This is an optimization exercise on Yosys and OpenROAD, whose aim is a short achievable clock period and few clock cycles per item, not a production implementation.
In this exercise RTL edits were held to simulation tests only and were not proved equivalent to the original.
Power is estimated from default activity; no workload was simulated.

==> 04-11: inputs <==
// mips_pipeline
module mips_pipeline (
    input  logic        i_clock,
    input  logic        i_arst_n,
    input  logic        i_run_req,
    output logic        o_run_ack,
    input  logic        i_imem_we,
    input  logic [5:0]  i_imem_addr,
    input  logic [31:0] i_imem_data,
    input  logic [4:0]  i_dbg_addr,
    output logic [31:0] o_dbg_data
);
Settings: LEC_CHECK=0, CAP_MARGIN=20, CORE_MARGIN=2, CORE_UTILIZATION=55, SETUP_SLACK_MARGIN=3.8, SLEW_MARGIN=20, SYNTH_HIERARCHICAL=1, TNS_END_PERCENT=100; clock period 7.0 ns.
run.sh (not shown) runs the stock make flow with config.mk's settings and CLKGATE_MAP_FILE= SYNTH_SCRIPT=/design/flow/synth_recipe.tcl, a recipe that flattens the netlist after the stock synthesis.
==> inputs of 09-06, as changes to 04-11 <==
--- a/flow/design.v
+++ b/flow/design.v
@@ -244,12 +244,26 @@
     logic [7:0] s;
     logic [7:0] c;
     assign s = a ^ b ^ off;
     assign c = (a & b) | (a & off) | (b & off);
     hb_sad u (.base(s), .off({c[6:0], cin}), .sel(sel));
 endmodule
+module hb_sel7w (
+    input  logic [6:0]  s,
+    input  logic [63:0] d0,
+    input  logic [63:0] d1,
+    input  logic [63:0] d2,
+    input  logic [63:0] d3,
+    input  logic [63:0] d4,
+    input  logic [63:0] d5,
+    input  logic [63:0] d6,
+    output logic [63:0] y
+);
+    assign y = ({64{s[0]}} & d0) | ({64{s[1]}} & d1) | ({64{s[2]}} & d2) | ({64{s[3]}} & d3)
+             | ({64{s[4]}} & d4) | ({64{s[5]}} & d5) | ({64{s[6]}} & d6);
+endmodule
 `timescale 1ns/1ns
 module mips_pipeline (
     input  logic        i_clock,
     input  logic        i_arst_n,
     input  logic        i_run_req,
     output logic        o_run_ack,
@@ -466,17 +480,15 @@
     assign d_fb    = fb_q;
     assign d_fs    = fb_q;
     logic [63:0] d_dsel;
     logic        ex_slow;
     logic [63:0] sel_rs;
     logic [63:0] sel_wb;
-    logic [63:0] sel_ex;
     assign stall   = ir_valid && d_mem && d_fa && ex_slow;
     hb_sad u_sad_rs (.base(base_f), .off(ir[7:0]), .sel(sel_rs));
     hb_sad u_sad_wb (.base(res_q[7:0]),  .off(ir[7:0]), .sel(sel_wb));
-    assign d_dsel  = d_fa ? sel_ex : wa_q ? sel_wb : sel_rs;
     logic        ex_valid;
     logic        ex_we;
     logic        ex_st;
     logic        ex_halt;
     logic [4:0]  ex_dest;
     logic [6:0]  ex_op;
@@ -520,14 +532,16 @@
     logic [63:0] sx_xor;
     hb_sad3 u_sx_add (.a(op_a[7:0]), .b(op_b[7:0]),  .off(ir[7:0]), .cin(1'b0), .sel(sx_add));
     hb_sad3 u_sx_sub (.a(op_a[7:0]), .b(ex_bn[7:0]), .off(ir[7:0]), .cin(1'b1), .sel(sx_sub));
     hb_sad  u_sx_and (.base(op_a[7:0] & op_b[7:0]), .off(ir[7:0]), .sel(sx_and));
     hb_sad  u_sx_or  (.base(op_a[7:0] | op_b[7:0]), .off(ir[7:0]), .sel(sx_or));
     hb_sad  u_sx_xor (.base(op_a[7:0] ^ op_b[7:0]), .off(ir[7:0]), .sel(sx_xor));
-    assign sel_ex = ({64{ex_op[0]}} & sx_add) | ({64{ex_op[1]}} & sx_sub) | ({64{ex_op[2]}} & sx_and)
-                  | ({64{ex_op[3]}} & sx_or) | ({64{ex_op[4]}} & sx_xor);
+    logic [6:0] dsel_src;
+    assign dsel_src = {!d_fa && !wa_q, !d_fa && wa_q, {5{d_fa}} & ex_op[4:0]};
+    hb_sel7w u_dsel (.s(dsel_src), .d0(sx_add), .d1(sx_sub), .d2(sx_and), .d3(sx_or), .d4(sx_xor),
+                     .d5(sel_wb), .d6(sel_rs), .y(d_dsel));
     logic [31:0][7:0] s_regs_lo;
     for (genvar r = 0; r < 32; r++) begin : g_lo
         assign s_regs_lo[r] = s_regs[r][7:0];
     end
     logic [4:0]  rs_bus;
     logic [4:0]  rs_wq;
==> run notes <==
                                                                            04-11        09-06
Amount of wire on met2 after detailed routing                           606000 um    586000 um
Fraction of area in multi-input gates                                       37.1%        36.8%
Final critical-path required period                                       3.52 ns      3.41 ns
# clk buffers                                                                1086         1018
Outcome                                                  timing/DRC/antenna clean  timing/DRC/antenna clean
Number of standard cells in the final layout excluding fillers              39306        39260
Critical register-to-register path endpoint                              dsel[45]   spc_oh[22]
Share of final layout cell area taken by clock buffers and inverters        6.08%        6.21%
Die Y                                                                      822 um       821 um
Final weighted congestion of routability-driven global placement             1.00        0.998
Iter 0 DRT Violations                                                       40277        41591
Worst path buffer plus inverter count                                           5            9
Final #Nets                                                                 29920        29886
Sequential cell area                                                   0.207 mm^2   0.207 mm^2
Syn-to-layout area delta                                                    11.3%        11.1%
Number of stages on the worst setup path                                       12           16
Tot GR Track Use                                                            39.7%        39.5%
Dpl hpwl                                                                870000 um    881000 um
Power density over the cells                                          535 mW/mm^2  505 mW/mm^2
Vias in the first global route                                             254092       251776
Testbench counts of 04-11, summed over its fixed seeds: cycles 44,739, programs 800.
Testbench counts of 09-06, summed over its fixed seeds: cycles 44,739, programs 800.

## separate check: timing with driven ports
No port has a modelled driver above. Below, the same layouts with a new extraction and two added sets of constraints. Step 1 (the two cells are an assumption about what drives the block):
set clk [get_ports {i_clock}]
set_driving_cell -lib_cell sky130_fd_sc_hd__clkbuf_16 $clk
set_driving_cell -lib_cell sky130_fd_sc_hd__buf_2 [delete_from_list [all_inputs] $clk]
Step 2 adds t to the input delays and takes it off the output delays; t is the mean of the earliest and latest rising clock arrival at the registers after step 1. Input paths then give back, and output paths get back, about the clock's delay inside the block. Slacks: ideal / step 1 / step 2; pairs: ideal / step 1.
| run | t, ns | setup WS [ns] | hold slack, ns |
|---|---|---|---|
| 04-11 | 1.282 | 3.477 / 3.477 / 2.368 | 0.105 / 0.023 / 0.421 |
| 09-06 | 1.309 | 3.593 / 3.497 / 2.239 | 0.246 / 0.152 / 0.446 |
After both steps every run listed still meets setup and hold. For 09-06, which loses most, drivers alone change the setup slack by -0.096 ns; drivers and shift together by -1.354 ns.
